This design comes from an exercise in tuning for small area, a short achievable clock period and few clock cycles on the open sky130 flow, not from production work.
Power is estimated from default activity; no workload was simulated.

## P
## md_unit
module md_unit (
    input  logic        CLK,
    input  logic        RST_X,
    input  logic        start,
    input  md_pkg::md_op_t op,
    input  logic [31:0] a,
    input  logic [31:0] b,
    output logic        busy,
    output logic        done,
    output logic [31:0] hi,
    output logic [31:0] lo
);
Size: ~160 flip-flops, roughly 140 I/O pins.
export LEC_CHECK = 0
export CAP_MARGIN = 20
export CELL_PAD_IN_SITES_DETAIL_PLACEMENT = 1
export CELL_PAD_IN_SITES_GLOBAL_PLACEMENT = 1
export CORE_MARGIN = 2
export CORE_UTILIZATION = 30
export CTS_BUF_LIST = sky130_fd_sc_hd__clkbuf_4 sky130_fd_sc_hd__clkbuf_8
export PLACE_DENSITY = 0.45
export SETUP_SLACK_MARGIN = 2.0
export SLEW_MARGIN = 20
export TNS_END_PERCENT = 5
create_clock -name core_clock -period 5.5 [get_ports {CLK}]
standard.sh (not shown) runs the stock make flow with config.mk's settings and CLKGATE_MAP_FILE= SYNTH_SCRIPT=/design/flow/synth_recipe.tcl, a recipe that flattens the netlist after the stock synthesis.
==> flow/flow/run.sh <==
#!/bin/bash
# Standard layout, with a lighter ABC mapping script for synthesis (one &nf
# round instead of five delay-driven restructuring rounds). Everything else,
# including the synthesis steps around ABC, is ORFS's and the standard flow's own.
set -euo pipefail
here=$(pwd)
rm -rf "$here/scripts_mod"
cp -r "$FLOW_HOME/scripts" "$here/scripts_mod"
cp "$here/flow/abc_speed.script" "$here/scripts_mod/abc_speed.script"
bash "$here/standard.sh" SCRIPTS_DIR="$here/scripts_mod" finish > "$here/standard_flow.log" 2>&1
==> flow/flow/abc_speed.script <==
&get -n
&st
&dch
&nf
&put
buffer -c
topo
stime -c
upsize -c
dnsize -c
Inputs modified between P and Q:
diff --git a/flow/design.v b/flow/design.v
--- a/flow/design.v
+++ b/flow/design.v
@@ -114,15 +114,14 @@
     logic [34:0] xop;
     logic        mend;               
     logic [34:0] m35, a35, b35, h35;
     assign m35 = {{2{ms}}, ms, m};
     assign a35 = {{3{is_sgn & a[31]}}, a};
     assign b35 = {{3{is_sgn & b[31]}}, b};
     assign h35 = {3'b000, hi};
-    logic h_apre, l_apre;            
     logic h_hold, h_a, h_mst, h_ms4, h_ms16, h_s, h_dst, h_ds4, h_ds16;
     logic l_hold, l_mpl, l_mst, l_ms4, l_ms16, l_s, l_dst, l_ds4, l_ds16;
     logic x_dlast;                   
     always_comb begin
         state_n = state;
         p_n     = p;
         cnt_n   = cnt;
@@ -131,35 +130,26 @@
         xsel    = 2'd0;
         dig     = 3'b000;
         mend    = 1'b0;
         sp_n    = sp;
         {h_hold, h_a, h_mst, h_ms4, h_ms16, h_s, h_dst, h_ds4, h_ds16} = '0;
         {l_hold, l_mpl, l_mst, l_ms4, l_ms16, l_s, l_dst, l_ds4, l_ds16} = '0;
         x_dlast = 1'b0;
-        {h_apre, l_apre} = '0;
         if (start) begin
             if (is_mul) begin
                 cnt_n   = 6'd32;
                 l_mpl   = 1'b1;
                 p_n     = 1'b0;
                 state_n = S_MUL;
                 xsel    = swap ? 2'd1 : 2'd2;
                 dig     = swap ? booth(b[1], b[0], 1'b0) : booth(a[1], a[0], 1'b0);
             end else if (is_div) begin
                 cnt_n   = 6'd32;
                 l_mpl   = 1'b1;
-                if (!a_neg && !b_neg && a[31:17] == '0) begin
-                    l_mpl   = 1'b0;
-                    h_apre  = 1'b1;
-                    l_apre  = 1'b1;
-                    cnt_n   = 6'd16;
-                    state_n = S_DIV;
-                    xsel    = 2'd2;
-                    dig     = 3'b101;                       
-                end else if (!a_neg && !b_neg) begin
+                if (!a_neg && !b_neg) begin
                     state_n = S_DIV;
                     xsel    = 2'd2;
                     dig     = 3'b101;                       
                 end else if (a_neg) begin
                     h_a     = 1'b1;
                     state_n = b_neg ? S_DPRE : S_DNEG;
                     xsel    = 2'd1;
@@ -265,20 +255,14 @@
                         cnt_n  = cnt - 6'd4;
                     end else begin
                         l_dst  = 1'b1;
                         cnt_n  = cnt - 6'd1;
                         if (dlast) begin
                             h_s     = 1'b1;
                             x_dlast = 1'b1;
-                            if (rneg)     state_n = S_RCOR;
-                            else if (na)  state_n = S_RPREP;
-                            else begin
-                                state_n = S_IDLE;
-                                done_n  = 1'b1;
-                            end
                         end else begin
                             h_dst = 1'b1;
                         end
                     end
                     dig = {2'b10, !hs_n ^ ms};
                 end
                 S_RCOR: begin
@@ -306,35 +290,43 @@
                 default: begin
                     h_hold = 1'b1;
                     l_hold = 1'b1;
                 end
             endcase
         end
     end
+    logic [3:0] state_nx;
+    logic       done_nx;
+    always_comb begin
+        state_nx = state_n;
+        done_nx  = done_n;
+        if (x_dlast) begin
+            state_nx = rneg ? S_RCOR : (na ? S_RPREP : S_IDLE);
+            done_nx  = !rneg && !na;
+        end
+    end
     always_comb begin
         hi_n = ({32{h_hold}} & hi)
              | ({32{h_a}}    & a)
              | ({32{h_mst}}  & s[33:2])
              | ({32{h_ms4}}  & {{4{hx}}, hi[31:4]})
              | ({32{h_ms16}} & {{16{hx}}, hi[31:16]})
              | ({32{h_s}}    & s[31:0])
              | ({32{h_dst}}  & {s[30:0], lo[31]})
              | ({32{h_ds4}}  & {hi[27:0], lo[31:28]})
-             | ({32{h_ds16}} & {hi[15:0], lo[31:16]})
-             | ({32{h_apre}} & {16'b0, a[31:16]});
+             | ({32{h_ds16}} & {hi[15:0], lo[31:16]});
         lo_n = ({32{l_hold}} & lo)
              | ({32{l_mpl}}  & mpl)
              | ({32{l_mst}}  & {s[1:0], lo[31:2]})
              | ({32{l_ms4}}  & {hi[3:0], lo[31:4]})
              | ({32{l_ms16}} & {hi[15:0], lo[31:16]})
              | ({32{l_s}}    & s[31:0])
              | ({32{l_dst}}  & {lo[30:0], rneg ^ !qn})
              | ({32{l_ds4}}  & {lo[27:0], {4{qn}}})
-             | ({32{l_ds16}} & {lo[15:0], {16{qn}}})
-             | ({32{l_apre}} & {a[15:0], 16'b0});
+             | ({32{l_ds16}} & {lo[15:0], {16{qn}}});
         hx_n = (h_hold & hx) | h_ms4 & hx | h_ms16 & hx | (h_mst & s[34])
              | (h_dst & s[31]) | (h_ds4 & hi[28]) | (h_ds16 & hi[16])
              | (x_dlast & rneg) | (h_s & !x_dlast & hx);
         hs_n = (h_hold & hs) | h_ms4 & hs | h_ms16 & hs | (h_mst & s[34])
              | ((h_dst | x_dlast) & rneg) | (h_s & !x_dlast & hs);
     end
     always_comb begin
@@ -349,16 +341,16 @@
     always_ff @(posedge CLK or negedge RST_X) begin
         if (!RST_X) begin
             state <= S_IDLE;
             done  <= 1'b0;
             hi    <= '0;
             lo    <= '0;
         end else begin
-            state <= state_n;
-            done  <= done_n;
+            state <= state_nx;
+            done  <= done_nx;
             hi    <= hi_n;
             lo    <= lo_n;
         end
     end
     always_ff @(posedge CLK) begin
         hx   <= hx_n;
         hs   <= hs_n;
==> run summary <==
- [Q vs P] largest clock skew in the final design: lower in Q
- Comparing Q and P, the higher routed via count divided by cell count is on P.
- In the reports for Q and P, the larger worst hold slack belongs to P.
- Setup slack: lower on Q
- Between Q and P, it is Q whose required time of the worst setup path is lower, by 20 ps.
- Routed length on met3 in Q is about 12% lower than in P
- Compare Q and P | half-perimeter wire length after placement lower: Q
Function was not checked in any run of this note: the RTL went through the layout flow alone.

========
## run C
The RTL this note starts from:
==> flow/design.v <==
`default_nettype none
package md_pkg;
    localparam int XLEN = 32;    
    typedef enum logic [2:0] {
        OP_NONE  = 3'd0,
        OP_MULT  = 3'd1,
        OP_MULTU = 3'd2,
        OP_DIV   = 3'd3,
        OP_DIVU  = 3'd4,
        OP_MTHI  = 3'd5,
        OP_MTLO  = 3'd6
    } md_op_t;
endpackage
`default_nettype wire
`timescale 1ns/100ps
`default_nettype none
module md_unit (
    input  logic        CLK,
    input  logic        RST_X,
    input  logic        start,
    input  md_pkg::md_op_t op,
    input  logic [31:0] a,
    input  logic [31:0] b,
    output logic        busy,
    output logic        done,
    output logic [31:0] hi,
    output logic [31:0] lo
);
    localparam logic [3:0] S_IDLE  = 4'd0;
    localparam logic [3:0] S_MUL   = 4'd1;    
    localparam logic [3:0] S_MFIX  = 4'd2;    
    localparam logic [3:0] S_DNEG  = 4'd3;    
    localparam logic [3:0] S_DPRE  = 4'd4;    
    localparam logic [3:0] S_DIV   = 4'd5;    
    localparam logic [3:0] S_RCOR  = 4'd6;    
    localparam logic [3:0] S_RPREP = 4'd7;    
    localparam logic [3:0] S_RNEG  = 4'd8;    
    localparam logic [3:0] S_DSEL  = 4'd9;    
    logic [3:0]  state, state_n;
    logic [31:0] hi_n, lo_n;
    logic        hx, hx_n;           
    logic        hs, hs_n;           
    logic [31:0] m;                  
    logic        ms;                 
    logic        p, p_n;             
    logic [5:0]  cnt, cnt_n;         
    logic        sgn, na, qn, zb;    
    logic        sp, sp_n;           
    logic        done_n;
    logic [34:0] breg, breg_n, s;
    logic        bcin, bcin_n;
    logic [35:0] sum_c;
    assign sum_c = {hs, hs, hx, hi, 1'b1} + {breg, bcin};
    assign s     = sum_c[35:1];
    logic mk16, mk4;
    logic c16, c4;                   
    assign c16  = cnt[5] | cnt[4];
    assign c4   = |cnt[5:2];
    assign mk16 = (lo[15:0] == {16{p}}) && c16;
    assign mk4  = (lo[3:0]  == {4{p}})  && c4;
    logic [4:0]  dmsb;               
    logic [4:0]  dmsb_n;
    logic [31:0] dv_in;
    logic [31:0] gmask;              
    logic        dk16, dk4, dlast, rneg;
    always_comb begin
        for (int j = 0; j < 32; j++) gmask[j] = (5'(j) >= dmsb);
    end
    assign dk16 = ({hs, hx, hi[31:17]} == '0) && (({hi[16:0], lo[31:17]} & gmask) == '0)
                  && c16;
    assign dk4  = ({hs, hx, hi[31:29]} == '0) && (({hi[28:0], lo[31:29]} & gmask) == '0)
                  && c4;
    assign dlast = (cnt == '0);      
    assign rneg  = s[34];            
    logic is_mul, is_div, is_sgn, arith;
    assign is_mul = (op == md_pkg::OP_MULT) || (op == md_pkg::OP_MULTU);
    assign is_div = (op == md_pkg::OP_DIV)  || (op == md_pkg::OP_DIVU);
    assign is_sgn = (op == md_pkg::OP_MULT) || (op == md_pkg::OP_DIV);
    assign arith  = start && (is_mul || is_div);
    logic a_neg, b_neg, b_zero;
    assign a_neg  = is_sgn && a[31];
    assign b_neg  = is_sgn && b[31];
    assign b_zero = (b == '0);
    assign dv_in  = b ^ {32{b_neg}};
    always_comb begin
        dmsb_n = '0;
        for (int j = 1; j < 32; j++) if (dv_in[j]) dmsb_n = 5'(j);
    end
    logic [2:0] sa, sb;
    logic       swap;
    always_comb begin
        for (int i = 0; i < 3; i++) begin
            sa[i] = ((a >> (8 * i + 8)) != ({32{a[31]}} >> (8 * i + 8)));
            sb[i] = ((b >> (8 * i + 8)) != ({32{b[31]}} >> (8 * i + 8)));
        end
    end
    assign swap = is_mul && ((sa & ~sb) != '0);
    logic [31:0] mpl, mcd;           
    assign mpl = swap ? b : a;
    assign mcd = swap ? a : b;
    function automatic logic [2:0] booth(input logic x1, input logic x0, input logic p0);
        booth[2] = x0 ^ p0;
        booth[1] = (x1 != x0) && (x0 == p0);
        booth[0] = x1 && !(x0 && p0);
    endfunction
    function automatic logic [35:0] dmul(input logic [2:0] d, input logic [34:0] x);
        logic [34:0] v;
        v = ((x & {35{d[2]}}) | ({x[33:0], 1'b0} & {35{d[1]}})) ^ {35{d[0]}};
        dmul = {v, d[0]};
    endfunction
    logic [1:0]  lom_n;              
    logic [1:0]  xsel;               
    logic [2:0]  dig;                
    logic [34:0] xop;
    logic        mend;               
    logic [34:0] m35, a35, b35, h35;
    assign m35 = {{2{ms}}, ms, m};
    assign a35 = {{3{is_sgn & a[31]}}, a};
    assign b35 = {{3{is_sgn & b[31]}}, b};
    assign h35 = {3'b000, hi};
    logic h_hold, h_a, h_mst, h_ms4, h_ms16, h_s, h_dst, h_ds4, h_ds16;
    logic l_hold, l_mpl, l_mst, l_ms4, l_ms16, l_s, l_dst, l_ds4, l_ds16;
    logic x_dlast;                   
    always_comb begin
        state_n = state;
        p_n     = p;
        cnt_n   = cnt;
        done_n  = 1'b0;
        lom_n   = lo[3:2];
        xsel    = 2'd0;
        dig     = 3'b000;
        mend    = 1'b0;
        sp_n    = sp;
        {h_hold, h_a, h_mst, h_ms4, h_ms16, h_s, h_dst, h_ds4, h_ds16} = '0;
        {l_hold, l_mpl, l_mst, l_ms4, l_ms16, l_s, l_dst, l_ds4, l_ds16} = '0;
        x_dlast = 1'b0;
        if (start) begin
            if (is_mul) begin
                cnt_n   = 6'd32;
                l_mpl   = 1'b1;
                p_n     = 1'b0;
                state_n = S_MUL;
                xsel    = swap ? 2'd1 : 2'd2;
                dig     = booth(mpl[1], mpl[0], 1'b0);
            end else if (is_div) begin
                cnt_n   = 6'd32;
                l_mpl   = 1'b1;
                if (!a_neg && !b_neg) begin
                    state_n = S_DIV;
                    xsel    = 2'd2;
                    dig     = 3'b101;                       
                end else if (a_neg) begin
                    h_a     = 1'b1;
                    state_n = b_neg ? S_DPRE : S_DNEG;
                    xsel    = 2'd1;
                    dig     = 3'b011;                       
                end else begin
                    h_a     = 1'b1;
                    state_n = S_DPRE;
                    xsel    = 2'd2;
                    dig     = 3'b100;                       
                end
            end else if (op == md_pkg::OP_MTHI) begin
                h_a    = 1'b1;
                l_hold = 1'b1;
            end else if (op == md_pkg::OP_MTLO) begin
                h_hold = 1'b1;
                l_mpl  = 1'b1;
            end else begin
                h_hold = 1'b1;
                l_hold = 1'b1;
            end
        end else begin
            case (state)
                S_MUL: begin
                    if (mk16) begin
                        h_ms16 = 1'b1;
                        l_ms16 = 1'b1;
                        cnt_n  = cnt - 6'd16;
                        lom_n  = lo[17:16];
                        mend   = (cnt == 6'd16);
                    end else if (mk4) begin
                        h_ms4  = 1'b1;
                        l_ms4  = 1'b1;
                        cnt_n  = cnt - 6'd4;
                        lom_n  = lo[5:4];
                        mend   = (cnt == 6'd4);
                    end else begin
                        h_mst  = 1'b1;
                        l_mst  = 1'b1;
                        p_n    = lo[1];
                        cnt_n  = cnt - 6'd2;
                        lom_n  = lo[3:2];
                        mend   = (cnt == 6'd2);
                    end
                    dig = booth(lom_n[1], lom_n[0], p_n);
                    if (mend) begin
                        if (!sgn && p_n) begin
                            state_n = S_MFIX;
                            dig     = 3'b100;                   
                        end else begin
                            state_n = S_IDLE;
                            done_n  = 1'b1;
                        end
                    end
                end
                S_MFIX: begin
                    h_s     = 1'b1;
                    l_hold  = 1'b1;
                    state_n = S_IDLE;
                    done_n  = 1'b1;
                end
                S_DNEG: begin
                    h_s     = 1'b1;
                    l_hold  = 1'b1;
                    state_n = S_DPRE;
                    dig     = 3'b101;                           
                end
                S_DPRE: begin
                    l_s     = 1'b1;
                    sp_n    = rneg;
                    dig     = {2'b10, !ms};                     
                    if (qn) begin
                        h_hold  = 1'b1;
                        state_n = S_DSEL;
                    end else begin
                        state_n = S_DIV;
                    end
                end
                S_DSEL: begin
                    dig = {2'b10, !ms};                         
                    if (sp) begin
                        h_hold = 1'b1;
                        if (na) state_n = S_RPREP;
                        else begin
                            state_n = S_IDLE;
                            done_n  = 1'b1;
                        end
                    end else begin
                        l_hold  = 1'b1;
                        state_n = S_DIV;
                    end
                end
                S_DIV: begin
                    if (zb) begin
                        state_n = S_IDLE;
                        done_n  = 1'b1;
                    end else if (dk16) begin
                        h_ds16 = 1'b1;
                        l_ds16 = 1'b1;
                        cnt_n  = cnt - 6'd16;
                    end else if (dk4) begin
                        h_ds4  = 1'b1;
                        l_ds4  = 1'b1;
                        cnt_n  = cnt - 6'd4;
                    end else begin
                        l_dst  = 1'b1;
                        cnt_n  = cnt - 6'd1;
                        if (dlast) begin
                            h_s     = 1'b1;
                            x_dlast = 1'b1;
                            if (rneg)     state_n = S_RCOR;
                            else if (na)  state_n = S_RPREP;
                            else begin
                                state_n = S_IDLE;
                                done_n  = 1'b1;
                            end
                        end else begin
                            h_dst = 1'b1;
                        end
                    end
                    dig = {2'b10, !hs_n ^ ms};
                end
                S_RCOR: begin
                    h_s    = 1'b1;
                    l_hold = 1'b1;
                    if (na) state_n = S_RPREP;
                    else begin
                        state_n = S_IDLE;
                        done_n  = 1'b1;
                    end
                end
                S_RPREP: begin
                    h_hold  = 1'b1;
                    l_hold  = 1'b1;
                    state_n = S_RNEG;
                    xsel    = 2'd3;
                    dig     = 3'b011;                           
                end
                S_RNEG: begin
                    h_s     = 1'b1;
                    l_hold  = 1'b1;
                    state_n = S_IDLE;
                    done_n  = 1'b1;
                end
                default: begin
                    h_hold = 1'b1;
                    l_hold = 1'b1;
                end
            endcase
        end
    end
    always_comb begin
        hi_n = ({32{h_hold}} & hi)
             | ({32{h_a}}    & a)
             | ({32{h_mst}}  & s[33:2])
             | ({32{h_ms4}}  & {{4{hx}}, hi[31:4]})
             | ({32{h_ms16}} & {{16{hx}}, hi[31:16]})
             | ({32{h_s}}    & s[31:0])
             | ({32{h_dst}}  & {s[30:0], lo[31]})
             | ({32{h_ds4}}  & {hi[27:0], lo[31:28]})
             | ({32{h_ds16}} & {hi[15:0], lo[31:16]});
        lo_n = ({32{l_hold}} & lo)
             | ({32{l_mpl}}  & mpl)
             | ({32{l_mst}}  & {s[1:0], lo[31:2]})
             | ({32{l_ms4}}  & {hi[3:0], lo[31:4]})
             | ({32{l_ms16}} & {hi[15:0], lo[31:16]})
             | ({32{l_s}}    & s[31:0])
             | ({32{l_dst}}  & {lo[30:0], rneg ^ !qn})
             | ({32{l_ds4}}  & {lo[27:0], {4{qn}}})
             | ({32{l_ds16}} & {lo[15:0], {16{qn}}});
        hx_n = (h_hold & hx) | h_ms4 & hx | h_ms16 & hx | (h_mst & s[34])
             | (h_dst & s[31]) | (h_ds4 & hi[28]) | (h_ds16 & hi[16])
             | (x_dlast & rneg) | (h_s & !x_dlast & hx);
        hs_n = (h_hold & hs) | h_ms4 & hs | h_ms16 & hs | (h_mst & s[34])
             | ((h_dst | x_dlast) & rneg) | (h_s & !x_dlast & hs);
    end
    always_comb begin
        case (xsel)
            2'd0:    xop = m35;
            2'd1:    xop = a35;
            2'd2:    xop = b35;
            default: xop = h35;
        endcase
    end
    assign {breg_n, bcin_n} = dmul(dig, xop);
    always_ff @(posedge CLK or negedge RST_X) begin
        if (!RST_X) begin
            state <= S_IDLE;
            done  <= 1'b0;
            hi    <= '0;
            lo    <= '0;
        end else begin
            state <= state_n;
            done  <= done_n;
            hi    <= hi_n;
            lo    <= lo_n;
        end
    end
    always_ff @(posedge CLK) begin
        hx   <= hx_n;
        hs   <= hs_n;
        p    <= p_n;
        cnt  <= cnt_n;
        breg <= breg_n;
        bcin <= bcin_n;
        sp   <= sp_n;
        if (arith) begin
            m   <= mcd;
            ms  <= is_sgn && mcd[31];
            sgn <= is_sgn;
            na  <= a_neg;
            qn  <= a_neg ^ b_neg;
            zb  <= b_zero;
            dmsb <= dmsb_n;
        end
    end
    assign busy = (state != S_IDLE);
endmodule
`default_nettype wire
clock: 5.5 ns
lec_check: 0
cap_margin: 20
cell_pad_in_sites_detail_placement: 1
cell_pad_in_sites_global_placement: 1
core_margin: 2
core_utilization: 30
place_density: 0.45
setup_slack_margin: 2.0
slew_margin: 20
tns_end_percent: 5
run.sh (not shown) runs the stock make flow with config.mk's settings and CLKGATE_MAP_FILE= SYNTH_SCRIPT=/design/flow/synth_recipe.tcl, a recipe that flattens the netlist after the stock synthesis.
Stock flow here: none of the scripts above is used.
Input-level comparison between run D and run C:
diff --git a/flow/design.v b/flow/design.v
--- a/flow/design.v
+++ b/flow/design.v
@@ -59,11 +59,11 @@
     assign mk16 = (lo[15:0] == {16{p}}) && c16;
     assign mk4  = (lo[3:0]  == {4{p}})  && c4;
-    logic [4:0]  dmsb;               
-    logic [4:0]  dmsb_n;
-    logic [31:0] dv_in;
+    logic [31:0] dv;                 
     logic [31:0] gmask;              
     logic        dk16, dk4, dlast, rneg;
+    assign dv = m ^ {32{ms}};
     always_comb begin
-        for (int j = 0; j < 32; j++) gmask[j] = (5'(j) >= dmsb);
+        for (int j = 0; j < 31; j++) gmask[j] = ((dv >> (j + 1)) == '0);
+        gmask[31] = 1'b1;
     end
     assign dk16 = ({hs, hx, hi[31:17]} == '0) && (({hi[16:0], lo[31:17]} & gmask) == '0)
@@ -82,9 +82,4 @@
     assign b_neg  = is_sgn && b[31];
     assign b_zero = (b == '0);
-    assign dv_in  = b ^ {32{b_neg}};
-    always_comb begin
-        dmsb_n = '0;
-        for (int j = 1; j < 32; j++) if (dv_in[j]) dmsb_n = 5'(j);
-    end
     logic [2:0] sa, sb;
     logic       swap;
@@ -363,5 +358,4 @@
             qn  <= a_neg ^ b_neg;
             zb  <= b_zero;
-            dmsb <= dmsb_n;
         end
     end
==> comparison <==
The clock network power of run D is lower than that of run C.
Going from run C to run D, fraction of area in registers held steady, number of clock buffer instances in the layout shrank by about 13%.
Looking at power across both flows, run D is the weaker of the two, with run C ahead.
Run D ends up with a post-detailed-route via-to-cell ratio that is 0.097 higher than in run C.
Logic depth of the worst path, buffers included | run D below run C
No run of this note included a check of the RTL's function; only the layout flow was run.

## separate check: timing with driven ports
The flow's constraints put no driver on any port. The routed layouts listed below were extracted and timed again, unchanged, in two steps.
Step 1: set_driving_cell puts a clkbuf_16 on CLK and a buf_2 on each other input, an assumption about the parent block.
Step 2 times the ports against the registers' clock, not the clock port: input delays grow and output delays shrink by t, the midpoint of the rising clock arrivals with the driver on.
Slacks: ideal / step 1 / step 2; pairs: ideal / step 1.
| run | t, ns | setup WS [ns] | cell pins on the clock port's net |
|---|---|---|---|
| P | 0.639 | 1.593 / 1.593 / 1.026 | 1 |
| Q | 0.627 | 0.990 / 0.990 / 0.619 | 1 |
| run C | 0.563 | 1.801 / 1.810 / 1.272 | 1 |
| run D | 0.557 | 1.686 / 1.686 / 1.224 | 1 |
After both steps every run listed still meets setup and hold. The setup slack of P, which loses most, moves by 0.000 ns with the drivers and by -0.567 ns with both steps.
